Background: an optimization exercise with open tools, aiming at small area, a short achievable clock period and few clock cycles per item. Do not read the settings as production practice. Only simulation tests tie the RTL to the original design; equivalence was not proved.

==> flow/design.v, too long to show whole: its modules and the start of the top module <==
// module phsc_benc: 19 lines
// module phsc_csa_32x32: 982 lines
// module phsc_csae_32x32: 982 lines
// module phsc_csa_32x18: 534 lines
// module phsc_csae_32x18: 534 lines
// module pid_heading_speed_controller: 313 lines
module pid_heading_speed_controller
(
    input  logic                 clk,
    input  logic                 rst_n,
    input  logic                 cfg_we,
    input  logic [phsc_pkg::CFG_IDX_W-1:0] cfg_index,
    input  logic [phsc_pkg::DATA_W-1:0]    cfg_data,
    input  logic                 s_axis_tvalid,
    output logic                 s_axis_tready,
    input  logic [2*phsc_pkg::DATA_W-1:0]  s_axis_tdata,    
    output logic                 m_axis_tvalid,
    input  logic                 m_axis_tready,
    output logic [2*phsc_pkg::DATA_W-1:0]  m_axis_tdata     
);
  // ...
==> flow/run.sh <==
#!/bin/bash
# synth_recipe.tcl (not shown) runs the flow's synth.tcl, then flattens the netlist and writes it again
# the make line also repeats each setting of config.mk as NAME=value (left out here)
make -C /OpenROAD-flow-scripts/flow DESIGN_CONFIG=/design/flow/config.mk WORK_HOME=/design/flow/orfs CLKGATE_MAP_FILE= SYNTH_SCRIPT=/design/flow/synth_recipe.tcl finish
==> flow/config.mk <==
export PLATFORM = sky130hd
export DESIGN_NAME = pid_heading_speed_controller
export DESIGN_NICKNAME = pid_heading_speed_controller
export VERILOG_FILES = /design/flow/design.v
export SDC_FILE = /design/flow/constraint.sdc
export NUM_CORES = 4
export LEC_CHECK = 0
export CAP_MARGIN = 20
export CORE_MARGIN = 2
export CORE_UTILIZATION = 40
export PLACE_DENSITY = 0.6
export SETUP_SLACK_MARGIN = 5
export SLEW_MARGIN = 20
==> flow/constraint.sdc <==
create_clock -name core_clock -period 11.0 [get_ports {clk}]
set_input_delay 2.2000 -clock core_clock [delete_from_list [all_inputs] [get_ports {clk}]]
set_output_delay 2.2000 -clock core_clock [all_outputs]
set_load 0.01 [all_outputs]
==> run summary, run 1 <==
core area=475000 sq um; FFs & Latches=1808; setup slack, reg-to-reg=5.44 ns; synth top area cells=fa_1 (22%), edfxtp_1 (19%), a22oi_1 (9.0%), xnor2_1 (6.9%), xor2_1 (5.8%); PortBufs=169; sequential cell area=50600 sq um; warnings from Yosys=7; startpoint types=register; Max Slew Vio Count=0; Critical path destination=diff2[26]$_DFFE_PN_; Top Metal Used=met5; status=finished clean; DIE AREA=483000 sq um; pre-CTS setup slack=5.52 ns; starting density of the core=40.2%; number of global-route vias before repair=148170; top_reg_cell synth=edfxtp_1; Vias per Instance=5.94; Total GRT Usage=26.9%; Filler Cells Inserted=45332; leading cell type in the layout, fill and taps excluded=inv_1; Clock Pin Slew Worst Setup and Hold Paths=0.07 ns; M3 GR Usage=9.21%; dpl cells=24574; metal3 WL=85.5 mm; Slowest-stage cell, CP=dfrtp_1; HP Start=dist_gain_reg[31]$_DFFE_PN0P_; first-pass GRT wire length=983 mm; main combinational cell family by area after synthesis=adder cells; ANT nets after route=0; asr flop ratio synth=19.9%; row cnt=253; Hold EP=kf_neg[15]$_DFF_P_; FMAX=0.180 GHz; Non-clk bufs=682; largest net degree at the start of global routing=169; max cap viols=0; die height=695 um
Testbench counts, summed over its fixed seeds: cycles 4,856, items 4,800.
==> module pid_heading_speed_controller, before the edit <==
module pid_heading_speed_controller
(
    input  logic                 clk,
    input  logic                 rst_n,
    input  logic                 cfg_we,
    input  logic [phsc_pkg::CFG_IDX_W-1:0] cfg_index,
    input  logic [phsc_pkg::DATA_W-1:0]    cfg_data,
    input  logic                 s_axis_tvalid,
    output logic                 s_axis_tready,
    input  logic [2*phsc_pkg::DATA_W-1:0]  s_axis_tdata,    
    output logic                 m_axis_tvalid,
    input  logic                 m_axis_tready,
    output logic [2*phsc_pkg::DATA_W-1:0]  m_axis_tdata     
);
    logic signed [31:0] dist_gain_reg, p_gain_reg, i_gain_reg, d_gain_reg;
    logic [15:0]        tick_period_reg;
    logic [30:0]        tick_rate_reg, head_thr_reg, dist_thr_reg;
    always_ff @(posedge clk or negedge rst_n)
    begin
        if (!rst_n)
        begin
            dist_gain_reg   <= '0;
            p_gain_reg      <= '0;
            i_gain_reg      <= '0;
            d_gain_reg      <= '0;
            tick_period_reg <= 16'd6554;
            tick_rate_reg   <= 31'd655360;
            head_thr_reg    <= 31'd3277;
            dist_thr_reg    <= 31'd3277;
        end
        else if (cfg_we)
        begin
            case (cfg_index)
                phsc_pkg::REG_DISTANCE_GAIN:      dist_gain_reg   <= cfg_data;
                phsc_pkg::REG_HEADING_P_GAIN:     p_gain_reg      <= cfg_data;
                phsc_pkg::REG_HEADING_I_GAIN:     i_gain_reg      <= cfg_data;
                phsc_pkg::REG_HEADING_D_GAIN:     d_gain_reg      <= cfg_data;
                phsc_pkg::REG_TICK_PERIOD:        tick_period_reg <= cfg_data[15:0];
                phsc_pkg::REG_TICK_RATE:          tick_rate_reg   <= cfg_data[30:0];
                phsc_pkg::REG_HEADING_THRESHOLD:  head_thr_reg    <= cfg_data[30:0];
                default:                          dist_thr_reg    <= cfg_data[30:0];
            endcase
        end
    end
    logic [15:0] kp_one, kp_two, kp_neg;
    logic [15:0] kd_one, kd_two, kd_neg;
    logic [15:0] kf_one, kf_two, kf_neg;
    logic [15:0] rt_one, rt_two, rt_neg;
    logic [8:0]  dt_one, dt_two, dt_neg;
    logic [15:0] kp_one_d, kp_two_d, kp_neg_d;
    logic [15:0] kd_one_d, kd_two_d, kd_neg_d;
    logic [15:0] kf_one_d, kf_two_d, kf_neg_d;
    logic [15:0] rt_one_d, rt_two_d, rt_neg_d;
    logic [8:0]  dt_one_d, dt_two_d, dt_neg_d;
    phsc_benc #(.BW(32)) u_enc_kp (.b(p_gain_reg),              .one(kp_one_d), .two(kp_two_d), .neg(kp_neg_d));
    phsc_benc #(.BW(32)) u_enc_kd (.b(d_gain_reg),              .one(kd_one_d), .two(kd_two_d), .neg(kd_neg_d));
    phsc_benc #(.BW(32)) u_enc_kf (.b(dist_gain_reg),           .one(kf_one_d), .two(kf_two_d), .neg(kf_neg_d));
    phsc_benc #(.BW(32)) u_enc_rt (.b({1'b0, tick_rate_reg}),   .one(rt_one_d), .two(rt_two_d), .neg(rt_neg_d));
    phsc_benc #(.BW(18)) u_enc_dt (.b({2'b00, tick_period_reg}), .one(dt_one_d), .two(dt_two_d), .neg(dt_neg_d));
    always_ff @(posedge clk)
    begin
        kp_one <= kp_one_d;
        kp_two <= kp_two_d;
        kp_neg <= kp_neg_d;
        kd_one <= kd_one_d;
        kd_two <= kd_two_d;
        kd_neg <= kd_neg_d;
        kf_one <= kf_one_d;
        kf_two <= kf_two_d;
        kf_neg <= kf_neg_d;
        rt_one <= rt_one_d;
        rt_two <= rt_two_d;
        rt_neg <= rt_neg_d;
        dt_one <= dt_one_d;
        dt_two <= dt_two_d;
        dt_neg <= dt_neg_d;
    end
    logic adv;             
    logic fire;            
    logic sk_valid, out_valid;
    logic v1, v2, v3, v4, v5, v6;
    assign adv           = !sk_valid;
    assign s_axis_tready = !sk_valid;
    assign fire          = s_axis_tvalid && !sk_valid;
    always_ff @(posedge clk or negedge rst_n)
    begin
        if (!rst_n)
        begin
            v1 <= 1'b0;
            v2 <= 1'b0;
            v3 <= 1'b0;
            v4 <= 1'b0;
            v5 <= 1'b0;
            v6 <= 1'b0;
        end
        else if (adv)
        begin
            v1 <= s_axis_tvalid;
            v2 <= v1;
            v3 <= v2;
            v4 <= v3;
            v5 <= v4;
            v6 <= v5;
        end
    end
    logic signed [31:0] h1, d1, l1;    
    always_ff @(posedge clk or negedge rst_n)
    begin
        if (!rst_n)
            h1 <= '0;
        else if (fire)
            h1 <= s_axis_tdata[63:32];
    end
    always_ff @(posedge clk)
    begin
        if (fire)
        begin
            d1 <= s_axis_tdata[31:0];
            l1 <= h1;
        end
    end
    logic signed [32:0] diff_wide;
    logic signed [31:0] diff1;
    logic [31:0]        h1_abs;
    logic               turn1, far1;
    assign diff_wide = {h1[31], h1} - {l1[31], l1};
    assign diff1     = phsc_pkg::sat_acc({diff_wide[32], diff_wide});
    assign h1_abs    = h1[31] ? 32'(-h1) : 32'(h1);
    assign turn1     = h1_abs > {1'b0, head_thr_reg};
    assign far1      = d1 > $signed({1'b0, dist_thr_reg});
    logic [49:0] hdt_s1, hdt_c1;   
    phsc_csae_32x18 u_hdt (.a(h1), .one(dt_one), .two(dt_two), .neg(dt_neg), .s(hdt_s1), .c(hdt_c1));
    logic signed [31:0] diff2, h2, d2;
    logic               upd2, fz2;
    logic [49:0]        hdt_s2, hdt_c2;
    logic signed [49:0] p_hdt;
    always_ff @(posedge clk)
    begin
        if (adv)
        begin
            hdt_s2 <= hdt_s1;
            hdt_c2 <= hdt_c1;
            diff2 <= diff1;
            h2    <= h1;
            d2    <= d1;
            upd2  <= turn1 || far1;
            fz2   <= turn1;
        end
    end
    logic signed [33:0] x2;
    logic signed [18:0] xc2;
    assign p_hdt = hdt_s2 + hdt_c2;
    assign x2 = p_hdt[49:16];
    always_comb
    begin
        if (x2 > 34'sd131072)
            xc2 = 19'sd131072;
        else if (x2 < -34'sd131072)
            xc2 = -19'sd131072;
        else
            xc2 = x2[18:0];
    end
    logic [63:0] dr_s2, dr_c2;     
    phsc_csae_32x32 u_dr (.a(diff2), .one(rt_one), .two(rt_two), .neg(rt_neg), .s(dr_s2), .c(dr_c2));
    logic signed [18:0] xc3;
    logic signed [31:0] h3, d3;
    logic               upd3, fz3;
    logic [63:0]        dr_s3, dr_c3;
    logic signed [63:0] p_dr;
    always_ff @(posedge clk)
    begin
        if (adv)
        begin
            dr_s3 <= dr_s2;
            dr_c3 <= dr_c2;
            xc3  <= xc2;
            h3   <= h2;
            d3   <= d2;
            upd3 <= upd2;
            fz3  <= fz2;
        end
    end
    logic signed [17:0] integral_reg;
    logic signed [19:0] int_sum;
    logic signed [17:0] int_new;
    assign int_sum = {{2{integral_reg[17]}}, integral_reg} + {xc3[18], xc3};
    always_comb
    begin
        if (int_sum > 20'sd65536)
            int_new = 18'sd65536;
        else if (int_sum < -20'sd65536)
            int_new = -18'sd65536;
        else
            int_new = int_sum[17:0];
    end
    always_ff @(posedge clk or negedge rst_n)
    begin
        if (!rst_n)
            integral_reg <= '0;
        else if (adv && v3)
            integral_reg <= int_new;
    end
    logic signed [31:0] deriv3;
    assign p_dr   = dr_s3 + dr_c3;
    assign deriv3 = phsc_pkg::sat_q({{2{p_dr[63]}}, p_dr});
    logic signed [31:0] deriv4, h4, d4;
    logic               upd4, fz4;
    always_ff @(posedge clk)
    begin
        if (adv)
        begin
            deriv4 <= deriv3;
            h4     <= h3;
            d4     <= d3;
            upd4   <= upd3;
            fz4    <= fz3;
        end
    end
    logic [63:0] kp_s4, kp_c4;     
    logic [49:0] ki_s4, ki_c4;     
    logic [63:0] kd_s4, kd_c4;     
    logic [63:0] fw_s4, fw_c4;     
    phsc_csae_32x32 u_kp  (.a(h4),         .one(kp_one), .two(kp_two), .neg(kp_neg), .s(kp_s4), .c(kp_c4));
    phsc_csa_32x18  u_ki  (.a(i_gain_reg), .b(integral_reg), .s(ki_s4), .c(ki_c4));
    phsc_csae_32x32 u_kd  (.a(deriv4),     .one(kd_one), .two(kd_two), .neg(kd_neg), .s(kd_s4), .c(kd_c4));
    phsc_csae_32x32 u_fwd (.a(d4),         .one(kf_one), .two(kf_two), .neg(kf_neg), .s(fw_s4), .c(fw_c4));
    logic        upd5, fz5;
    logic [63:0] kp_s5, kp_c5, kd_s5, kd_c5, fw_s5, fw_c5;
    logic [49:0] ki_s5, ki_c5;
    logic signed [63:0] p_kp, p_kd, p_fwd;
    logic signed [49:0] p_ki;
    always_ff @(posedge clk)
    begin
        if (adv)
        begin
            kp_s5 <= kp_s4;
            kp_c5 <= kp_c4;
            ki_s5 <= ki_s4;
            ki_c5 <= ki_c4;
            kd_s5 <= kd_s4;
            kd_c5 <= kd_c4;
            fw_s5 <= fw_s4;
            fw_c5 <= fw_c4;
            upd5  <= upd4;
            fz5   <= fz4;
        end
    end
    assign p_kp  = kp_s5 + kp_c5;
    assign p_ki  = ki_s5 + ki_c5;
    assign p_kd  = kd_s5 + kd_c5;
    assign p_fwd = fw_s5 + fw_c5;
    logic signed [31:0] tp6, ti6, td6, candf6;
    logic               upd6;
    always_ff @(posedge clk)
    begin
        if (adv)
        begin
            tp6    <= phsc_pkg::sat_q({{2{p_kp[63]}}, p_kp});
            ti6    <= phsc_pkg::sat_q({{16{p_ki[49]}}, p_ki});
            td6    <= phsc_pkg::sat_q({{2{p_kd[63]}}, p_kd});
            candf6 <= fz5 ? 32'sd0 : phsc_pkg::sat_q({{2{p_fwd[63]}}, p_fwd});
            upd6   <= upd5;
        end
    end
    logic signed [31:0] pid6;
    assign pid6 = phsc_pkg::sat_acc({{2{tp6[31]}}, tp6} + {{2{ti6[31]}}, ti6} + {{2{td6[31]}}, td6});
    logic signed [31:0] held_fwd_reg, held_turn_reg;
    logic signed [31:0] sk_turn, sk_fwd;
    logic               sk_upd;
    logic               arrive, out_free, load;
    logic signed [31:0] c_turn, c_fwd;
    logic               c_upd;
    assign arrive   = adv && v6;
    assign out_free = !out_valid || m_axis_tready;
    assign load     = (sk_valid || arrive) && out_free;
    assign c_turn   = sk_valid ? sk_turn : pid6;
    assign c_fwd    = sk_valid ? sk_fwd  : candf6;
    assign c_upd    = sk_valid ? sk_upd  : upd6;
    always_ff @(posedge clk or negedge rst_n)
    begin
        if (!rst_n)
        begin
            out_valid     <= 1'b0;
            sk_valid      <= 1'b0;
            held_fwd_reg  <= '0;
            held_turn_reg <= '0;
        end
        else
        begin
            out_valid <= load || (out_valid && !m_axis_tready);
            if (sk_valid)
                sk_valid <= !out_free;
            else
                sk_valid <= arrive && !out_free;
            if (load && c_upd)
            begin
                held_fwd_reg  <= c_fwd;
                held_turn_reg <= c_turn;
            end
        end
    end
    always_ff @(posedge clk)
    begin
        if (!sk_valid && arrive && !out_free)
        begin
            sk_turn <= pid6;
            sk_fwd  <= candf6;
            sk_upd  <= upd6;
        end
    end
    assign m_axis_tvalid = out_valid;
    assign m_axis_tdata  = {held_turn_reg, held_fwd_reg};
endmodule
==> run 2, diff against run 1 <==
--- a/flow/design.v
+++ b/flow/design.v
@@ -1,18 +1,6 @@
 package phsc_pkg;
     localparam int DATA_W    = 32;
-    localparam int MUL_W     = 33;
-    localparam int PROD_W    = 2 * MUL_W;
-    localparam int INT_W     = 18;
-    localparam int ACC_W     = DATA_W + 2;
-    localparam int FRAC_W    = 16;
-    localparam int TP_W      = 16;
-    localparam int TR_W      = 31;
-    localparam int THR_W     = 31;
     localparam int CFG_IDX_W = 3;
-    localparam logic signed [INT_W-1:0] INT_MAX = 18'sd65536;
-    localparam logic signed [INT_W-1:0] INT_MIN = -18'sd65536;
-    localparam logic signed [DATA_W-1:0] Q_MAX = 32'sh7fff_ffff;
-    localparam logic signed [DATA_W-1:0] Q_MIN = 32'sh8000_0000;
     localparam logic [CFG_IDX_W-1:0] REG_DISTANCE_GAIN      = 3'd0;
     localparam logic [CFG_IDX_W-1:0] REG_HEADING_P_GAIN     = 3'd1;
     localparam logic [CFG_IDX_W-1:0] REG_HEADING_I_GAIN     = 3'd2;
@@ -21,30 +9,29 @@
     localparam logic [CFG_IDX_W-1:0] REG_TICK_RATE          = 3'd5;
     localparam logic [CFG_IDX_W-1:0] REG_HEADING_THRESHOLD  = 3'd6;
     localparam logic [CFG_IDX_W-1:0] REG_DISTANCE_THRESHOLD = 3'd7;
-    typedef struct packed {
-        logic                    en;
-        logic signed [MUL_W-1:0] a;
-        logic signed [MUL_W-1:0] b;
-    } mul_req_t;
-    function automatic logic signed [DATA_W-1:0] sat_q(input logic signed [PROD_W-1:0] p);
-        logic [PROD_W-DATA_W-FRAC_W:0] hi;
-        hi = p[PROD_W-1:DATA_W+FRAC_W-1];
-        if ((&hi) || (~|hi))
-            sat_q = p[DATA_W+FRAC_W-1:FRAC_W];
-        else if (p[PROD_W-1])
-            sat_q = Q_MIN;
+    function automatic logic signed [31:0] sat_q48(input logic [47:0] p);
+        if ((&p[47:31]) || (~|p[47:31]))
+            sat_q48 = p[31:0];
+        else if (p[47])
+            sat_q48 = 32'sh8000_0000;
         else
-            sat_q = Q_MAX;
+            sat_q48 = 32'sh7fff_ffff;
     endfunction
-    function automatic logic signed [DATA_W-1:0] sat_acc(input logic signed [ACC_W-1:0] v);
-        logic [ACC_W-DATA_W:0] hi;
-        hi = v[ACC_W-1:DATA_W-1];
-        if ((&hi) || (~|hi))
-            sat_acc = v[DATA_W-1:0];
-        else if (v[ACC_W-1])
-            sat_acc = Q_MIN;
+    function automatic logic signed [31:0] sat_q34(input logic [33:0] p);
+        if ((&p[33:31]) || (~|p[33:31]))
+            sat_q34 = p[31:0];
+        else if (p[33])
+            sat_q34 = 32'sh8000_0000;
         else
-            sat_acc = Q_MAX;
+            sat_q34 = 32'sh7fff_ffff;
+    endfunction
+    function automatic logic signed [31:0] sat_acc(input logic signed [33:0] v);
+        if ((&v[33:31]) || (~|v[33:31]))
+            sat_acc = v[31:0];
+        else if (v[33])
+            sat_acc = 32'sh8000_0000;
+        else
+            sat_acc = 32'sh7fff_ffff;
     endfunction
 endpackage
 module phsc_benc #(
@@ -3098,6 +3085,33 @@
     assign s = {1'b1, ~x[8][32], w510, w508, w506, w504, w502, w500, w498, w496, w494, w492, w490, w488, w486, w484, w482, w480, w478, w476, w474, w472, w470, w468, w466, w464, w462, w460, w458, w456, w454, w452, w450, w448, w446, w444, w442, w440, w438, w436, w434, w432, w430, w428, w426, w424, w422, neg[1], x[0][1], x[0][0]};
     assign c = {1'b0, w512, w511, w509, w507, w505, w503, w501, w499, w497, w495, w493, w491, w489, w487, w485, w483, w481, w479, w477, w475, w473, w471, w469, w467, w465, w463, w461, w459, w457, w455, w453, w451, w449, w447, w445, w443, w441, w439, w437, w435, w433, w431, w429, w427, w425, w423, w421, 1'b0, neg[0]};
 endmodule
+module phsc_csreg #(
+    parameter int PW = 64,
+    parameter int LO = 16
+)(
+    input  logic              clk,
+    input  logic              en,
+    input  logic [PW-1:0]     s,
+    input  logic [PW-1:0]     c,
+    input  logic [PW-1:0]     t,
+    output logic [PW-LO-1:0]  p_hi
+);
+    logic [LO+1:0]    lo;
+    logic [PW-LO-1:0] rs, rc, rt;
+    logic [1:0]       rk;
+    assign lo = {2'b00, s[LO-1:0]} + {2'b00, c[LO-1:0]} + {2'b00, t[LO-1:0]};
+    always_ff @(posedge clk)
+    begin
+        if (en)
+        begin
+            rs <= s[PW-1:LO];
+            rc <= c[PW-1:LO];
+            rt <= t[PW-1:LO];
+            rk <= lo[LO+1:LO];
+        end
+    end
+    assign p_hi = rs + rc + rt + {{(PW-LO-2){1'b0}}, rk};
+endmodule
 module pid_heading_speed_controller
 (
     input  logic                 clk,
@@ -3179,9 +3193,10 @@
     logic fire;            
     logic sk_valid, out_valid;
     logic v1, v2, v3, v4, v5, v6;
+    logic in_ready;
     assign adv           = !sk_valid;
-    assign s_axis_tready = !sk_valid;
-    assign fire          = s_axis_tvalid && !sk_valid;
+    assign s_axis_tready = in_ready;
+    assign fire          = s_axis_tvalid && in_ready;
     always_ff @(posedge clk or negedge rst_n)
     begin
         if (!rst_n)
@@ -3204,6 +3219,7 @@
         end
     end
     logic signed [31:0] h1, d1, l1;    
+    logic signed [31:0] hm1;           
     always_ff @(posedge clk or negedge rst_n)
     begin
         if (!rst_n)
@@ -3215,31 +3231,30 @@
     begin
         if (fire)
         begin
-            d1 <= s_axis_tdata[31:0];
-            l1 <= h1;
+            d1  <= s_axis_tdata[31:0];
+            hm1 <= s_axis_tdata[63:32];
+            l1  <= h1;
         end
     end
     logic signed [32:0] diff_wide;
     logic signed [31:0] diff1;
-    logic [31:0]        h1_abs;
     logic               turn1, far1;
     assign diff_wide = {h1[31], h1} - {l1[31], l1};
     assign diff1     = phsc_pkg::sat_acc({diff_wide[32], diff_wide});
-    assign h1_abs    = h1[31] ? 32'(-h1) : 32'(h1);
-    assign turn1     = h1_abs > {1'b0, head_thr_reg};
+    logic signed [32:0] h1_pt;
+    assign h1_pt     = {h1[31], h1} + {2'b00, head_thr_reg};
+    assign turn1     = h1[31] ? h1_pt[32] : (h1 > $signed({1'b0, head_thr_reg}));
     assign far1      = d1 > $signed({1'b0, dist_thr_reg});
     logic [49:0] hdt_s1, hdt_c1;   
-    phsc_csae_32x18 u_hdt (.a(h1), .one(dt_one), .two(dt_two), .neg(dt_neg), .s(hdt_s1), .c(hdt_c1));
+    logic [33:0] hdt_hi;           
+    phsc_csae_32x18 u_hdt (.a(hm1), .one(dt_one), .two(dt_two), .neg(dt_neg), .s(hdt_s1), .c(hdt_c1));
+    phsc_csreg #(.PW(50)) r_hdt (.clk(clk), .en(adv), .s(hdt_s1), .c(hdt_c1), .t(50'd0), .p_hi(hdt_hi));
     logic signed [31:0] diff2, h2, d2;
     logic               upd2, fz2;
-    logic [49:0]        hdt_s2, hdt_c2;
-    logic signed [49:0] p_hdt;
     always_ff @(posedge clk)
     begin
         if (adv)
         begin
-            hdt_s2 <= hdt_s1;
-            hdt_c2 <= hdt_c1;
             diff2 <= diff1;
             h2    <= h1;
             d2    <= d1;
@@ -3249,8 +3264,7 @@
     end
     logic signed [33:0] x2;
     logic signed [18:0] xc2;
-    assign p_hdt = hdt_s2 + hdt_c2;
-    assign x2 = p_hdt[49:16];
+    assign x2 = hdt_hi;
     always_comb
     begin
         if (x2 > 34'sd131072)
@@ -3261,18 +3275,16 @@
             xc2 = x2[18:0];
     end
     logic [63:0] dr_s2, dr_c2;     
+    logic [47:0] dr_hi;
     phsc_csae_32x32 u_dr (.a(diff2), .one(rt_one), .two(rt_two), .neg(rt_neg), .s(dr_s2), .c(dr_c2));
+    phsc_csreg #(.PW(64)) r_dr (.clk(clk), .en(adv), .s(dr_s2), .c(dr_c2), .t(64'd0), .p_hi(dr_hi));
     logic signed [18:0] xc3;
     logic signed [31:0] h3, d3;
     logic               upd3, fz3;
-    logic [63:0]        dr_s3, dr_c3;
-    logic signed [63:0] p_dr;
     always_ff @(posedge clk)
     begin
         if (adv)
         begin
-            dr_s3 <= dr_s2;
-            dr_c3 <= dr_c2;
             xc3  <= xc2;
             h3   <= h2;
             d3   <= d2;
@@ -3301,8 +3313,7 @@
             integral_reg <= int_new;
     end
     logic signed [31:0] deriv3;
-    assign p_dr   = dr_s3 + dr_c3;
-    assign deriv3 = phsc_pkg::sat_q({{2{p_dr[63]}}, p_dr});
+    assign deriv3 = phsc_pkg::sat_q48(dr_hi);
     logic signed [31:0] deriv4, h4, d4;
     logic               upd4, fz4;
     always_ff @(posedge clk)
@@ -3324,41 +3335,31 @@
     phsc_csa_32x18  u_ki  (.a(i_gain_reg), .b(integral_reg), .s(ki_s4), .c(ki_c4));
     phsc_csae_32x32 u_kd  (.a(deriv4),     .one(kd_one), .two(kd_two), .neg(kd_neg), .s(kd_s4), .c(kd_c4));
     phsc_csae_32x32 u_fwd (.a(d4),         .one(kf_one), .two(kf_two), .neg(kf_neg), .s(fw_s4), .c(fw_c4));
-    logic        upd5, fz5;
-    logic [63:0] kp_s5, kp_c5, kd_s5, kd_c5, fw_s5, fw_c5;
-    logic [49:0] ki_s5, ki_c5;
-    logic signed [63:0] p_kp, p_kd, p_fwd;
-    logic signed [49:0] p_ki;
+    logic [47:0] kp_hi, kd_hi, kf_hi;
+    logic [33:0] ki_hi;
+    phsc_csreg #(.PW(64)) r_kp (.clk(clk), .en(adv), .s(kp_s4), .c(kp_c4), .t(64'd0), .p_hi(kp_hi));
+    phsc_csreg #(.PW(50)) r_ki (.clk(clk), .en(adv), .s(ki_s4), .c(ki_c4), .t(50'd0), .p_hi(ki_hi));
+    phsc_csreg #(.PW(64)) r_kd (.clk(clk), .en(adv), .s(kd_s4), .c(kd_c4), .t(64'd0), .p_hi(kd_hi));
+    phsc_csreg #(.PW(64)) r_kf (.clk(clk), .en(adv), .s(fw_s4), .c(fw_c4), .t(64'd0), .p_hi(kf_hi));
+    logic upd5, fz5;
     always_ff @(posedge clk)
     begin
         if (adv)
         begin
-            kp_s5 <= kp_s4;
-            kp_c5 <= kp_c4;
-            ki_s5 <= ki_s4;
-            ki_c5 <= ki_c4;
-            kd_s5 <= kd_s4;
-            kd_c5 <= kd_c4;
-            fw_s5 <= fw_s4;
-            fw_c5 <= fw_c4;
-            upd5  <= upd4;
-            fz5   <= fz4;
+            upd5 <= upd4;
+            fz5  <= fz4;
         end
     end
-    assign p_kp  = kp_s5 + kp_c5;
-    assign p_ki  = ki_s5 + ki_c5;
-    assign p_kd  = kd_s5 + kd_c5;
-    assign p_fwd = fw_s5 + fw_c5;
     logic signed [31:0] tp6, ti6, td6, candf6;
     logic               upd6;
     always_ff @(posedge clk)
     begin
         if (adv)
         begin
-            tp6    <= phsc_pkg::sat_q({{2{p_kp[63]}}, p_kp});
-            ti6    <= phsc_pkg::sat_q({{16{p_ki[49]}}, p_ki});
-            td6    <= phsc_pkg::sat_q({{2{p_kd[63]}}, p_kd});
-            candf6 <= fz5 ? 32'sd0 : phsc_pkg::sat_q({{2{p_fwd[63]}}, p_fwd});
+            tp6    <= phsc_pkg::sat_q48(kp_hi);
+            ti6    <= phsc_pkg::sat_q34(ki_hi);
+            td6    <= phsc_pkg::sat_q48(kd_hi);
+            candf6 <= fz5 ? 32'sd0 : phsc_pkg::sat_q48(kf_hi);
             upd6   <= upd5;
         end
     end
@@ -3382,6 +3383,7 @@
         begin
             out_valid     <= 1'b0;
             sk_valid      <= 1'b0;
+            in_ready      <= 1'b1;
             held_fwd_reg  <= '0;
             held_turn_reg <= '0;
         end
@@ -3389,9 +3391,15 @@
         begin
             out_valid <= load || (out_valid && !m_axis_tready);
             if (sk_valid)
+            begin
                 sk_valid <= !out_free;
+                in_ready <= out_free;
+            end
             else
+            begin
                 sk_valid <= arrive && !out_free;
+                in_ready <= !(arrive && !out_free);
+            end
             if (load && c_upd)
             begin
                 held_fwd_reg  <= c_fwd;
==> run 2 against run 1 <==
  * Now fails the layout checks on antenna violations
  * Utilization decreased by 0.27 points
  * Synthesized area decreased by 2.8%
  * Register-to-register slack improved by 0.05 ns
  * Maximum frequency increased by 0.87%
  * Worst setup slack improved by 0.048 ns
  * Cell area decreased by 3.2%
  * Sequential share of layout area decreased by 1.4 points
  * First-iteration DRC count decreased by 7.0%
  * Non-clock buffer count decreased by 34
  * Synthesized cell count decreased by 2.5%
==> run summary, run 2 <==
Critical Path RT=11.67 ns (was 11.72 ns); Total GRT Usage=26.6% (was 26.9%); RSZ-0062 raised after global routing=no (unchanged); detailed-router iteration count before antenna repair=9 (was 7); share of the synthesized area in the top cell type=22.7% (was 22.0%); ANT nets after route=1 (was 0); top_reg_cell synth=edfxtp_1 (unchanged); status=failed layout checks (was finished clean); drt drc=0 (unchanged); setup slack, reg-to-reg=5.49 ns (was 5.44 ns); asr flop ratio synth=21.7% (was 19.9%); dpl hpwl=422 mm (was 432 mm); Starting DRT DRC Count=16805 (was 18075); Reg-to-Reg Start=integral_reg[1]$_DFFE_PN0P_ (was h1[0]$_DFFE_PN0P_); WL met2=283 mm (was 284 mm); multi-input logic area=124000 sq um (was 125000 sq um); worst hold slack=0.361 ns (was 0.391 ns); fin nets=20937 (was 21408); sequential cell area=46100 sq um (was 50600 sq um); layout cells sized above 1=7.33% (was 7.62%); PortBufs=169 (unchanged); Clock Tree Root=clkbuf_16 (unchanged); Vias per Instance=5.94 (about the same); Crit Path Category=reg -> reg (unchanged); Top Metal Used=met5 (unchanged); register bit count reported by yosys=1661 (was 1808); average size of a mapped cell=9.85 sq um (was 9.88 sq um); number of global-route vias before repair=143962 (was 148170); largest net degree at the start of global routing=156 (was 169); max cap viols=0 (unchanged); Routed WL per cell=26.4 um (was 26.5 um); startpoint types=register (unchanged); largest area contributor in the netlist=fa_1 (unchanged); PnR worst setup slack=5.49 ns (was 5.44 ns); worst-margin pin slew=1.23 ns (was 1.18 ns); HP Start=d_gain_reg[31]$_DFFE_PN0P_ (was dist_gain_reg[31]$_DFFE_PN0P_); Hold WC Path Type=reg -> reg (unchanged); DIE AREA=470000 sq um (was 483000 sq um); CTS tree=built (unchanged); Num CTS Buffers=198 (was 216); Vias=144539 (was 148561); die height=685 um (was 695 um); Total Wirelength=642 mm (was 664 mm); worst reg2reg path depth=14 (was 16); pre-CTS setup slack=5.51 ns (was 5.52 ns); Yosys cell types=99 (was 95); CTS hold repair buffers=0 (unchanged); Syn Nets=21867 (was 22316); largest fanout on the critical path=93 (was 22); initial antenna violation count=42 (was 62); most frequent cells in the layout=inv_1 (2486), a22oi_1 (2308), fa_1 (2109) (was inv_1 (2323), a22oi_1 (2298), fa_1 (2097)); layout violations=antenna violations; metal3 WL=74.0 mm (was 85.5 mm); slew margin rel.=17.8% (was 20.6%); setup bufs post-CTS=0 (unchanged); synth top area cells=fa_1 (23%), edfxtp_1 (18%), a22oi_1 (9.3%), xnor2_1 (6.8%), xor2_1 (6.2%) (was fa_1 (22%), edfxtp_1 (19%), a22oi_1 (9.0%), xnor2_1 (6.9%), xor2_1 (5.8%)); Final Cycle Share=50.1% (was 50.5%); Arr. time, crit path=6.18 ns (was 6.27 ns); Filler Cells Inserted=44314 (was 45332); WL met1=252 mm (was 262 mm); core area=463000 sq um (was 475000 sq um); setup TNS=0 ns (unchanged); row cnt=250 (was 253); Hold Path Depth=0 (unchanged); worst skew pair latency=0.95 ns (was 1.01 ns); Final Skew=0.0848 ns (was 0.133 ns); post-CTS resize count=0 (unchanged); Clock Pin Slew Worst Setup and Hold Paths=0.07 ns (about the same); warnings from Yosys=9 (was 7); Final min period=5.51 ns (was 5.56 ns); final setup fails=0 (unchanged); first-pass GRT wire length=953 mm (was 983 mm); Worst R2R End=r_ki.rk[0]$_DFFE_PN_ (was diff2[26]$_DFFE_PN_); GR Overflow Total=0 (unchanged); Top Ports=170 (unchanged); Final Util=43.0% (was 43.3%); leading cell types by count after synthesis=inv_1 (2487), a22oi_1 (2308), fa_1 (2109) (was inv_1 (2329), a22oi_1 (2298), fa_1 (2097)); cell area after synthesis=186000 sq um (was 191000 sq um); Hold EP=kd_neg[15]$_DFF_P_ (was kf_neg[15]$_DFF_P_); Max Slew Vio Count=0 (unchanged); clock buffer depth=4 (unchanged); cell count after synthesis=18841 (was 19326); routability cong.=0.922 (was 0.921); CP Capture Type=register (unchanged); FMAX=0.181 GHz (was 0.180 GHz); most frequent cell after synthesis=inv_1 (unchanged); width of the die=685 um (was 695 um); starting density of the core=40.1% (was 40.2%); Sink Count=1661 (was 1808); final hold vios=0 (unchanged); post-synthesis sequential area ratio=24.8% (was 26.4%); area delta synth->final=7.27% (was 7.67%); H-tree levels=4 (unchanged); Post-synth EDFFs=1086 (was 1234); leading cell type in the layout, fill and taps excluded=inv_1 (unchanged)
[run 2: routing by layer]
metal / up-vias / track usage, %
li1: 62188 / -
met1: 71860 / 35.2
met2: 8730 / 41.0
met3: 1743 / 6.95
met4: 18 / 12.0
met5: - / 0.143
[run 2: worst max-delay path by stage]
stage                                      startpoint                            end  slack [ns]  cells past startpoint
final                     integral_reg[1]$_DFFE_PN0P_           r_ki.rk[0]$_DFFE_PN_        5.49                     14
after global routing      integral_reg[7]$_DFFE_PN0P_           r_ki.rk[0]$_DFFE_PN_        5.15                     15
after CTS                 integral_reg[1]$_DFFE_PN0P_           r_ki.rk[0]$_DFFE_PN_        5.55                     14
after detailed placement  integral_reg[1]$_DFFE_PN0P_           r_ki.rk[0]$_DFFE_PN_        5.51                     14
after global placement    integral_reg[1]$_DFFE_PN0P_           r_ki.rk[0]$_DFFE_PN_        5.49                     14
after floorplan                    sk_valid$_DFF_PN0_  held_turn_reg[26]$_DFFE_PN0P_        5.13                      7
[run 2: per-stage QoR]
stage	instance area [sq um]	cells
finish	199000	24315
floorplan	186000	18841
detailed placement	192000	23885
global placement	192000	23885
global route	199000	24272
CTS	199000	24255
[run 2: area by class of cell]
| cell class | count | area share (%) |
|---|---|---|
| Clock inverter | 102 | 0.614 |
| Sequential cell | 1661 | 23.2 |
| Tap cell | 6174 | 3.88 |
| Antenna cell | 60 | 0.0754 |
| Inverter | 2505 | 4.74 |
| Multi-Input combinational cell | 12897 | 62.1 |
| Clock buffer | 268 | 2.77 |
| Timing Repair Buffer | 648 | 2.65 |
[run 2: worst max-delay path, stage by stage (launching register included)]
cell and delay [ns]:
dfrtp_4 0.88, buf_4 0.91, a21oi_1 0.07, a21oi_1 0.17, o22ai_1 0.09, a21oi_1 0.21, fa_1 0.47, fa_1 0.44
fa_1 0.51, inv_1 0.05, fa_1 0.53, inv_1 0.05, ha_1 0.28, a2111oi_0 0.44, o21ai_0 0.14
[run 2: kinds of logic (layout without fill, tap and decap cells)]
logic type | count (synthesis) | in the layout | synth area share (%)
compound gates | 4926 | 4926 | 18.2
buf+inv | 4283 | 3523 | 8.68
fa+ha+maj | 2975 | 2975 | 28.5
xor+xnor | 2742 | 2742 | 12.9
simple gates | 1914 | 1914 | 4.92
flops | 1661 | 1661 | 24.8
mux | 340 | 340 | 2.03
other cells | 0 | 60 | 0
Testbench counts of run 2, summed over its fixed seeds: cycles 4,856, items 4,800.
==> run 3, diff against run 2 <==
--- a/flow/design.v
+++ b/flow/design.v
@@ -3126,69 +3126,81 @@
     input  logic                 m_axis_tready,
     output logic [2*phsc_pkg::DATA_W-1:0]  m_axis_tdata     
 );
-    logic signed [31:0] dist_gain_reg, p_gain_reg, i_gain_reg, d_gain_reg;
-    logic [15:0]        tick_period_reg;
-    logic [30:0]        tick_rate_reg, head_thr_reg, dist_thr_reg;
+    logic signed [31:0] i_gain_reg;
+    logic [30:0]        head_thr_reg, dist_thr_reg;
+    logic [15:0] kp_one, kp_two, kp_neg;
+    logic [15:0] kd_one, kd_two, kd_neg;
+    logic [15:0] kf_one, kf_two, kf_neg;
+    logic [15:0] rt_one, rt_two, rt_neg;
+    logic [8:0]  dt_one, dt_two, dt_neg;
+    logic [15:0] w_one, w_two, w_neg;      
+    logic [15:0] wr_one, wr_two, wr_neg;   
+    logic [8:0]  wt_one, wt_two, wt_neg;   
+    phsc_benc #(.BW(32)) u_enc_w  (.b(cfg_data),                .one(w_one),  .two(w_two),  .neg(w_neg));
+    phsc_benc #(.BW(32)) u_enc_wr (.b({1'b0, cfg_data[30:0]}),  .one(wr_one), .two(wr_two), .neg(wr_neg));
+    phsc_benc #(.BW(18)) u_enc_wt (.b({2'b00, cfg_data[15:0]}), .one(wt_one), .two(wt_two), .neg(wt_neg));
     always_ff @(posedge clk or negedge rst_n)
     begin
         if (!rst_n)
         begin
-            dist_gain_reg   <= '0;
-            p_gain_reg      <= '0;
-            i_gain_reg      <= '0;
-            d_gain_reg      <= '0;
-            tick_period_reg <= 16'd6554;
-            tick_rate_reg   <= 31'd655360;
-            head_thr_reg    <= 31'd3277;
-            dist_thr_reg    <= 31'd3277;
+            i_gain_reg   <= '0;
+            head_thr_reg <= 31'd3277;
+            dist_thr_reg <= 31'd3277;
+            kp_one <= '0;
+            kp_two <= '0;
+            kp_neg <= '0;
+            kd_one <= '0;
+            kd_two <= '0;
+            kd_neg <= '0;
+            kf_one <= '0;
+            kf_two <= '0;
+            kf_neg <= '0;
+            rt_one <= 16'h0600;
+            rt_two <= 16'h0100;
+            rt_neg <= 16'h0300;
+            dt_one <= 9'h002;
+            dt_two <= 9'h07d;
+            dt_neg <= 9'h02b;
         end
         else if (cfg_we)
         begin
             case (cfg_index)
-                phsc_pkg::REG_DISTANCE_GAIN:      dist_gain_reg   <= cfg_data;
-                phsc_pkg::REG_HEADING_P_GAIN:     p_gain_reg      <= cfg_data;
-                phsc_pkg::REG_HEADING_I_GAIN:     i_gain_reg      <= cfg_data;
-                phsc_pkg::REG_HEADING_D_GAIN:     d_gain_reg      <= cfg_data;
-                phsc_pkg::REG_TICK_PERIOD:        tick_period_reg <= cfg_data[15:0];
-                phsc_pkg::REG_TICK_RATE:          tick_rate_reg   <= cfg_data[30:0];
-                phsc_pkg::REG_HEADING_THRESHOLD:  head_thr_reg    <= cfg_data[30:0];
-                default:                          dist_thr_reg    <= cfg_data[30:0];
+                phsc_pkg::REG_DISTANCE_GAIN:
+                begin
+                    kf_one <= w_one;
+                    kf_two <= w_two;
+                    kf_neg <= w_neg;
+                end
+                phsc_pkg::REG_HEADING_P_GAIN:
+                begin
+                    kp_one <= w_one;
+                    kp_two <= w_two;
+                    kp_neg <= w_neg;
+                end
+                phsc_pkg::REG_HEADING_I_GAIN:     i_gain_reg <= cfg_data;
+                phsc_pkg::REG_HEADING_D_GAIN:
+                begin
+                    kd_one <= w_one;
+                    kd_two <= w_two;
+                    kd_neg <= w_neg;
+                end
+                phsc_pkg::REG_TICK_PERIOD:
+                begin
+                    dt_one <= wt_one;
+                    dt_two <= wt_two;
+                    dt_neg <= wt_neg;
+                end
+                phsc_pkg::REG_TICK_RATE:
+                begin
+                    rt_one <= wr_one;
+                    rt_two <= wr_two;
+                    rt_neg <= wr_neg;
+                end
+                phsc_pkg::REG_HEADING_THRESHOLD:  head_thr_reg <= cfg_data[30:0];
+                default:                          dist_thr_reg <= cfg_data[30:0];
             endcase
         end
     end
-    logic [15:0] kp_one, kp_two, kp_neg;
-    logic [15:0] kd_one, kd_two, kd_neg;
-    logic [15:0] kf_one, kf_two, kf_neg;
-    logic [15:0] rt_one, rt_two, rt_neg;
-    logic [8:0]  dt_one, dt_two, dt_neg;
-    logic [15:0] kp_one_d, kp_two_d, kp_neg_d;
-    logic [15:0] kd_one_d, kd_two_d, kd_neg_d;
-    logic [15:0] kf_one_d, kf_two_d, kf_neg_d;
-    logic [15:0] rt_one_d, rt_two_d, rt_neg_d;
-    logic [8:0]  dt_one_d, dt_two_d, dt_neg_d;
-    phsc_benc #(.BW(32)) u_enc_kp (.b(p_gain_reg),              .one(kp_one_d), .two(kp_two_d), .neg(kp_neg_d));
-    phsc_benc #(.BW(32)) u_enc_kd (.b(d_gain_reg),              .one(kd_one_d), .two(kd_two_d), .neg(kd_neg_d));
-    phsc_benc #(.BW(32)) u_enc_kf (.b(dist_gain_reg),           .one(kf_one_d), .two(kf_two_d), .neg(kf_neg_d));
-    phsc_benc #(.BW(32)) u_enc_rt (.b({1'b0, tick_rate_reg}),   .one(rt_one_d), .two(rt_two_d), .neg(rt_neg_d));
-    phsc_benc #(.BW(18)) u_enc_dt (.b({2'b00, tick_period_reg}), .one(dt_one_d), .two(dt_two_d), .neg(dt_neg_d));
-    always_ff @(posedge clk)
-    begin
-        kp_one <= kp_one_d;
-        kp_two <= kp_two_d;
-        kp_neg <= kp_neg_d;
-        kd_one <= kd_one_d;
-        kd_two <= kd_two_d;
-        kd_neg <= kd_neg_d;
-        kf_one <= kf_one_d;
-        kf_two <= kf_two_d;
-        kf_neg <= kf_neg_d;
-        rt_one <= rt_one_d;
-        rt_two <= rt_two_d;
-        rt_neg <= rt_neg_d;
-        dt_one <= dt_one_d;
-        dt_two <= dt_two_d;
-        dt_neg <= dt_neg_d;
-    end
     logic adv;             
     logic fire;            
     logic sk_valid, out_valid;
==> run 3 against run 2 <==
  * The run now finishes clean
  * Die area shrank 1.6%
  * Cell area shrank 1.8%
  * Synthesized cell count grew 0.15%
  * Flip-flop and latch count shrank 143
  * Hold slack gained 0.043 ns
==> run summary, run 3 <==
status=finished clean (was failed layout checks); warnings from Yosys=9 (unchanged); ANT nets after route=0 (was 1); Num CTS Buffers=188 (was 198); Arr. time, crit path=6.18 ns (about the same); Vias per Instance=6.06 (was 5.94); largest net degree at the start of global routing=163 (was 156); slowest stage delay, CP=0.91 ns (about the same); dpl cells=23648 (was 23885); slew margin rel.=20.9% (was 17.8%); startpoint types=register (unchanged); CTS hold repair buffers=0 (unchanged); most frequent cell on the critical path=fa_1 (unchanged); CTS tree=built (unchanged); Slowest-stage cell, CP=dfrtp_1 (was buf_4); max cap viols=0 (unchanged); most frequent cell after synthesis=inv_1 (unchanged); cell area after synthesis=183000 sq um (was 186000 sq um); Critical Path RT=11.65 ns (was 11.67 ns); WP buf/inv=3 (unchanged); post-synthesis sequential area ratio=23.8% (was 24.8%); CP Capture Type=register (unchanged); Total GRT Usage=27.8% (was 26.6%); worst-path cell chain=clkinv_1, buf_4, xnor2_1, fa_1, fa_1, fa_1, fa_1, fa_1, inv_1, fa_1 (was buf_4, a21oi_1, a21oi_1, o22ai_1, a21oi_1, fa_1, fa_1, fa_1, inv_1, fa_1, inv_1, ha_1, a2111oi_0, o21ai_0); Final Skew=0.104 ns (was 0.0848 ns); width of the die=680 um (was 685 um); Clock Tree Root=clkbuf_16 (unchanged); Yosys cell types=96 (was 99); leading cell types by count after synthesis=inv_1 (2480), a22oi_1 (2310), fa_1 (2109) (was inv_1 (2487), a22oi_1 (2308), fa_1 (2109)); Top delay family on crit path=adder cells (unchanged); Sink Count=1518 (was 1661); Worst Setup SP=rt_neg[10]$_DFFE_PN0P_ (was integral_reg[1]$_DFFE_PN0P_); setup TNS=0 ns (unchanged); Routed WL per cell=27.3 um (was 26.4 um); core area=456000 sq um (was 463000 sq um); most frequent cells in the layout=inv_1 (2478), a22oi_1 (2310), fa_1 (2109) (was inv_1 (2486), a22oi_1 (2308), fa_1 (2109)); Top Ports=170 (unchanged); top_reg_cell synth=edfxtp_1 (unchanged); final instance count without filler cells=24020 (was 24315); row cnt=248 (was 250); Vias=145622 (was 144539); Simple-Gate Fraction of Synth Area=4.98% (was 4.92%); multi-input logic area=123000 sq um (was 124000 sq um); Filler Cells Inserted=43676 (was 44314); fin nets=20866 (was 20937); register bit count reported by yosys=1518 (was 1661); xor and xnor area share after synthesis=12.8% (was 12.9%); PnR worst setup slack=5.47 ns (was 5.49 ns); Final min period=5.53 ns (was 5.51 ns); share of the synthesized area in the top cell type=23.1% (was 22.7%); area delta synth->final=7.05% (was 7.27%); routability cong.=0.929 (was 0.922); worst hold slack=0.404 ns (was 0.361 ns); Hold WC Path Type=reg -> reg (unchanged); worst-margin pin slew=1.18 ns (was 1.23 ns); layout cells sized above 1=7.21% (was 7.33%); detailed-router iteration count before antenna repair=7 (was 9); adder-cell area share of the yosys netlist=29.0% (was 28.5%); Post-synth EDFFs=1086 (unchanged); worst skew pair latency=0.96 ns (was 0.95 ns); FMAX=0.181 GHz (about the same); Syn Nets=21895 (was 21867); main combinational cell family by area after synthesis=adder cells (unchanged); Starting DRT DRC Count=18243 (was 16805); leading cell type in the layout, fill and taps excluded=inv_1 (unchanged); DIE AREA=462000 sq um (was 470000 sq um); cell count after synthesis=18869 (was 18841); Total Wirelength=656 mm (was 642 mm); RSZ-0062 raised after global routing=no (unchanged); placed cell areas=189000 sq um (was 192000 sq um); PortBufs=169 (unchanged); H-tree levels=4 (unchanged); sequential cell area=43600 sq um (was 46100 sq um); mux contribution to synthesized area=1.55% (was 2.03%); starting density of the core=40.1% (about the same); average size of a mapped cell=9.68 sq um (was 9.85 sq um); largest fanout on the critical path=15 (was 93); Max Slew Vio Count=0 (unchanged); final setup fails=0 (unchanged); Reg-to-Reg Start=rt_neg[10]$_DFFE_PN0P_ (was integral_reg[1]$_DFFE_PN0P_); Final Cycle Share=50.2% (was 50.1%); GR Overflow Total=0 (unchanged); first-pass GRT wire length=972 mm (was 953 mm); final hold vios=0 (unchanged); HP Start=h2[2]$_DFFE_PN_ (was d_gain_reg[31]$_DFFE_PN0P_); clock buffer depth=4 (unchanged); Synth Area in Compound Gates=18.9% (was 18.2%); pre-CTS setup slack=5.38 ns (was 5.51 ns); Clock Pin Slew Worst Setup and Hold Paths=0.06 ns (was 0.07 ns); die height=680 um (was 685 um); synth top area cells=fa_1 (23%), edfxtp_1 (18%), a22oi_1 (9.5%), xnor2_1 (6.9%), xor2_1 (5.9%) (was fa_1 (23%), edfxtp_1 (18%), a22oi_1 (9.3%), xnor2_1 (6.8%), xor2_1 (6.2%)); initial antenna violation count=40 (was 42); Final Cell Area=196000 sq um (was 199000 sq um); dpl hpwl=434 mm (was 422 mm); Crit Path Category=reg -> reg (unchanged); drt drc=0 (unchanged); largest area contributor in the netlist=fa_1 (unchanged); number of global-route vias before repair=144753 (was 143962); asr flop ratio synth=28.5% (was 21.7%)
run 3: changes by cell type in the layout (fill, tap and decap cells not counted), moves of 73 or more:
cell	change
dfrtp_2	+80
dfxtp_1	-106
mux2_2	-88
nor2_1	+142
dfxtp_2	-109
xor2_1	-73
run 3: final cells by class:
cell class                 instances  share of cell area, %
inverter                        2498                   4.80
timing repair buffer             687                   2.85
antenna                           20                 0.0256
clock inverter                   112                  0.670
tap                             6000                   3.84
sequential                      1518                   22.3
multi-input combinational      12947                   62.9
clock buffer                     238                   2.64
run 3: per-stage QoR:
stage          util, %
2_1_floorplan        -
3_3_place_gp      41.5
3_5_place_dp      41.5
4_1_cts           42.9
5_1_grt           42.9
6_report          42.9
run 3: worst paths after layout:
path	end	slack [ns]	depth (start not counted)
max in group asynchronous	kp_two[8]$_DFFE_PN0P_	7.48	3
max	r_dr.rc[18]$_DFFE_PN_	5.47	10
min	h3[2]$_DFFE_PN_	0.40	0
min in group asynchronous	held_fwd_reg[22]$_DFFE_PN0P_	1.18	1
max reg2reg	r_dr.rc[18]$_DFFE_PN_	5.47	10
min reg2reg	h3[2]$_DFFE_PN_	0.40	0
run 3: timing repair:
item	CTS	global route
endpoints found under the hold margin	0	0
endpoints found under the setup margin	0	1
setup buffers	0	1
resized for setup	0	0
run 3: per-layer routing:
layer / vias up / global-route usage (%) / wire length, um
met5: - / 0.0833 / 245
met3: 1784 / 7.36 / 76000
met2: 9031 / 40.9 / 280000
met1: 72838 / 37.5 / 262000
met4: 30 / 14.1 / 37400
li1: 61939 / - / -
run 3: cells by family (layout without fill, tap and decap cells):
logic type / after synthesis / count (layout)
other cells: 0 / 20
mux: 259 / 259
buf+inv: 4404 / 3535
simple gates: 1993 / 1993
fa+ha+maj: 2973 / 2973
flops: 1518 / 1518
compound gates: 5054 / 5054
xor+xnor: 2668 / 2668
Testbench counts of run 3, summed over its fixed seeds: cycles 4,856, items 4,800.
==> run 4, diff against run 3 <==
--- a/flow/config.mk
+++ b/flow/config.mk
@@ -8,6 +8,8 @@
 export CAP_MARGIN = 20
 export CORE_MARGIN = 2
 export CORE_UTILIZATION = 40
+export CTS_CLUSTER_DIAMETER = 100
+export CTS_CLUSTER_SIZE = 30
 export PLACE_DENSITY = 0.6
 export SETUP_SLACK_MARGIN = 5
 export SLEW_MARGIN = 20
==> run 4 against run 3 <==
  * Cell area shrank 1.5%
  * Maximum frequency shrank 1.2%
  * Synthesized area is the same
  * Flip-flop and latch count is the same
  * Global-route usage shrank 0.12 points
  * Largest cell class unchanged
==> run summary, run 4 <==
status=finished clean (unchanged); post-CTS resize count=0 (unchanged); setup TNS=0 ns (unchanged); setup slack, reg-to-reg=5.41 ns (was 5.47 ns); drt drc=0 (unchanged); largest area contributor in the netlist=fa_1 (unchanged); worst-margin pin slew=1.17 ns (was 1.18 ns); FMAX=0.179 GHz (was 0.181 GHz); Starting DRT DRC Count=18529 (was 18243); asr flop ratio synth=28.5% (unchanged); synth top area cells=fa_1 (23%), edfxtp_1 (18%), a22oi_1 (9.5%), xnor2_1 (6.9%), xor2_1 (5.9%) (unchanged); width of the die=680 um (unchanged); warnings from Yosys=9 (unchanged); share of the synthesized area in the top cell type=23.1% (unchanged); final setup fails=0 (unchanged); clock buffer depth=4 (unchanged); max cap viols=0 (unchanged); layout cells sized above 1=6.43% (was 7.21%); cell area after synthesis=183000 sq um (unchanged); Final min period=5.59 ns (was 5.53 ns); Top Ports=170 (unchanged); detailed-router iteration count before antenna repair=7 (unchanged); Final Skew=0.182 ns (was 0.104 ns); Final Cycle Share=50.9% (was 50.2%); Critical Path RT=11.75 ns (was 11.65 ns); slew margin rel.=21.7% (was 20.9%); first-pass GRT wire length=968 mm (was 972 mm); DIE AREA=462000 sq um (unchanged); Crit Path Category=reg -> reg (unchanged); Syn Nets=21895 (unchanged); most frequent cell on the critical path=fa_1 (unchanged); Total GRT Usage=27.6% (was 27.8%); Num CTS Buffers=93 (was 188); CP Capture Type=register (unchanged); core area=456000 sq um (unchanged); CTS tree=built (unchanged); Yosys cell types=96 (unchanged); worst-path cell chain=clkinv_1, nor2_1, nand2_1, a21oi_1, nor2_1, a221oi_1, ha_1, fa_1, fa_1, inv_1, fa_1, inv_1, ha_1, a211o_1, o211ai_1, a21oi_1, a221o_1 (was clkinv_1, buf_4, xnor2_1, fa_1, fa_1, fa_1, fa_1, fa_1, inv_1, fa_1); dpl hpwl=434 mm (unchanged); Slowest-stage cell, CP=dfrtp_4 (was dfrtp_1); Arr. time, crit path=6.34 ns (was 6.18 ns); Total Wirelength=653 mm (was 656 mm); most frequent cells in the layout=inv_1 (2478), a22oi_1 (2310), fa_1 (2109) (unchanged); pre-CTS setup slack=5.38 ns (unchanged); multi-input logic area=123000 sq um (unchanged); leading cell type in the layout, fill and taps excluded=inv_1 (unchanged); Clock Tree Root=clkbuf_16 (unchanged); starting density of the core=40.1% (unchanged); sequential cell area=43600 sq um (unchanged); Routed WL per cell=27.4 um (was 27.3 um); cell count after synthesis=18869 (unchanged); final hold vios=0 (unchanged); row cnt=248 (unchanged); PnR worst setup slack=5.41 ns (was 5.47 ns); startpoint types=register (unchanged); H-tree levels=3 (was 4); most frequent cell after synthesis=inv_1 (unchanged); die height=680 um (unchanged); area delta synth->final=5.45% (was 7.05%); initial antenna violation count=39 (was 40); Hold WC Path Type=reg -> reg (unchanged); setup bufs post-CTS=0 (unchanged); Max Slew Vio Count=0 (unchanged); top_reg_cell synth=edfxtp_1 (unchanged); Post-synth EDFFs=1086 (unchanged); ANT nets after route=0 (unchanged); Sink Count=1518 (unchanged); Vias=144904 (was 145622); final instance count without filler cells=23835 (was 24020); WP buf/inv=3 (unchanged); Filler Cells Inserted=43921 (was 43676); largest net degree at the start of global routing=163 (unchanged); Top delay family on crit path=adder cells (unchanged); Clock Pin Slew Worst Setup and Hold Paths=0.12 ns (was 0.06 ns); number of global-route vias before repair=143682 (was 144753); average size of a mapped cell=9.68 sq um (unchanged); largest fanout on the critical path=67 (was 15); leading cell types by count after synthesis=inv_1 (2480), a22oi_1 (2310), fa_1 (2109) (unchanged); routability cong.=0.929 (unchanged); Vias per Instance=6.08 (was 6.06); GR Overflow Total=0 (unchanged); CTS hold repair buffers=0 (unchanged); worst skew pair latency=1.00 ns (was 0.96 ns); dpl cells=23648 (unchanged); fin nets=20770 (was 20866); slowest stage delay, CP=0.91 ns (about the same); RSZ-0062 raised after global routing=no (unchanged); register bit count reported by yosys=1518 (unchanged); PortBufs=169 (unchanged); post-synthesis sequential area ratio=23.8% (unchanged)
[run 4: cell types whose count changed in the layout (fill, tap and decap cells not counted), sizes merged]
cell | previous run | this run
buf | 534 | 533
bufinv | 17 | 2
diode | 20 | 18
clkinv | 60 | 37
inv | 2512 | 2520
clkbuf | 238 | 105
clkinvlp | 21 | 2
[run 4: final timing paths]
path / from / end / depth (start not counted)
worst max-delay path: integral_reg[7]$_DFFE_PN0P_ / r_ki.rk[0]$_DFFE_PN_ / 17
worst min-delay path: h3[8]$_DFFE_PN_ / h4[8]$_DFFE_PN_ / 0
worst max register to register: integral_reg[7]$_DFFE_PN0P_ / r_ki.rk[0]$_DFFE_PN_ / 17
worst min register to register: h3[8]$_DFFE_PN_ / h4[8]$_DFFE_PN_ / 0
max in group asynchronous: rst_n / kp_neg[6]$_DFFE_PN0P_ / 3
min in group asynchronous: rst_n / held_fwd_reg[22]$_DFFE_PN0P_ / 1
[run 4: per-layer routing]
metal	global-route usage [%]	wire length [um]	up-vias	part of all wire, %
met4	13.1	36100	26	5.5
met2	41.0	279000	9103	43
met5	0.0312	181	-	0.028
li1	-	-	61618	-
met3	7.45	76600	1689	12
met1	37.4	261000	72468	40
[run 4: worst register-to-register path, cell delays in order (launching register included)]
cell,delay (ns)
dfrtp_4,0.91
clkinv_1,0.49
nor2_1,0.40
nand2_1,0.09
a21oi_1,0.15
nor2_1,0.06
a221oi_1,0.29
ha_1,0.32
fa_1,0.46
fa_1,0.52
inv_1,0.06
fa_1,0.54
inv_1,0.05
ha_1,0.28
a211o_1,0.31
o211ai_1,0.19
a21oi_1,0.06
a221o_1,0.31
[run 4: kinds of logic after synthesis]
kind of cell    share of synthesized area (%)
mux                                      1.55
xor+xnor                                 12.8
fa+ha+maj                                29.0
buf+inv                                  9.07
simple gates                             4.98
compound gates                           18.9
flops                                    23.8
[run 4: layout make-up]
class,count,area share [%]
Sequential cell,1518,22.6
Clock buffer,105,1.27
Antenna cell,18,0.0234
Clock inverter,63,0.588
Timing Repair Buffer,686,2.89
Inverter,2498,4.87
Tap cell,6000,3.90
Multi-Input combinational cell,12947,63.8
[run 4: through the flow]
| step | hold slack, ns | utilization (%) | area [sq um] |
|---|---|---|---|
| floorplan | 0.400 | - | 183000 |
| global placement | 0.401 | 41.5 | 189000 |
| detailed placement | 0.405 | 41.5 | 189000 |
| CTS | 0.424 | 42.3 | 193000 |
| global route | 0.431 | 42.3 | 193000 |
| finish | 0.408 | 42.3 | 193000 |

==> port drivers added, routing unchanged <==
In the flow no input, the clock included, has a driving cell. The finished layouts below were timed again as built, in two steps. Step 1 (the two cells are an assumption about what drives the block):
set clk [get_ports {clk}]
set_driving_cell -lib_cell sky130_fd_sc_hd__clkbuf_16 $clk
set_driving_cell -lib_cell sky130_fd_sc_hd__buf_2 [delete_from_list [all_inputs] $clk]
Step 2 times the ports against the registers' clock, not the clock port: input delays grow and output delays shrink by t, the midpoint of the rising clock arrivals with the driver on. Slacks: ideal / step 1 / step 2; pairs: ideal / step 1.
run	t, ns	setup slack, ns	worst setup path at the end
run 1	1.067	5.441 / 5.441 / 5.441	register to register
run 2	1.026	5.489 / 5.489 / 5.489	register to register
run 3	1.020	5.473 / 5.473 / 5.473	register to register
run 4	1.046	5.405 / 5.405 / 5.405	register to register
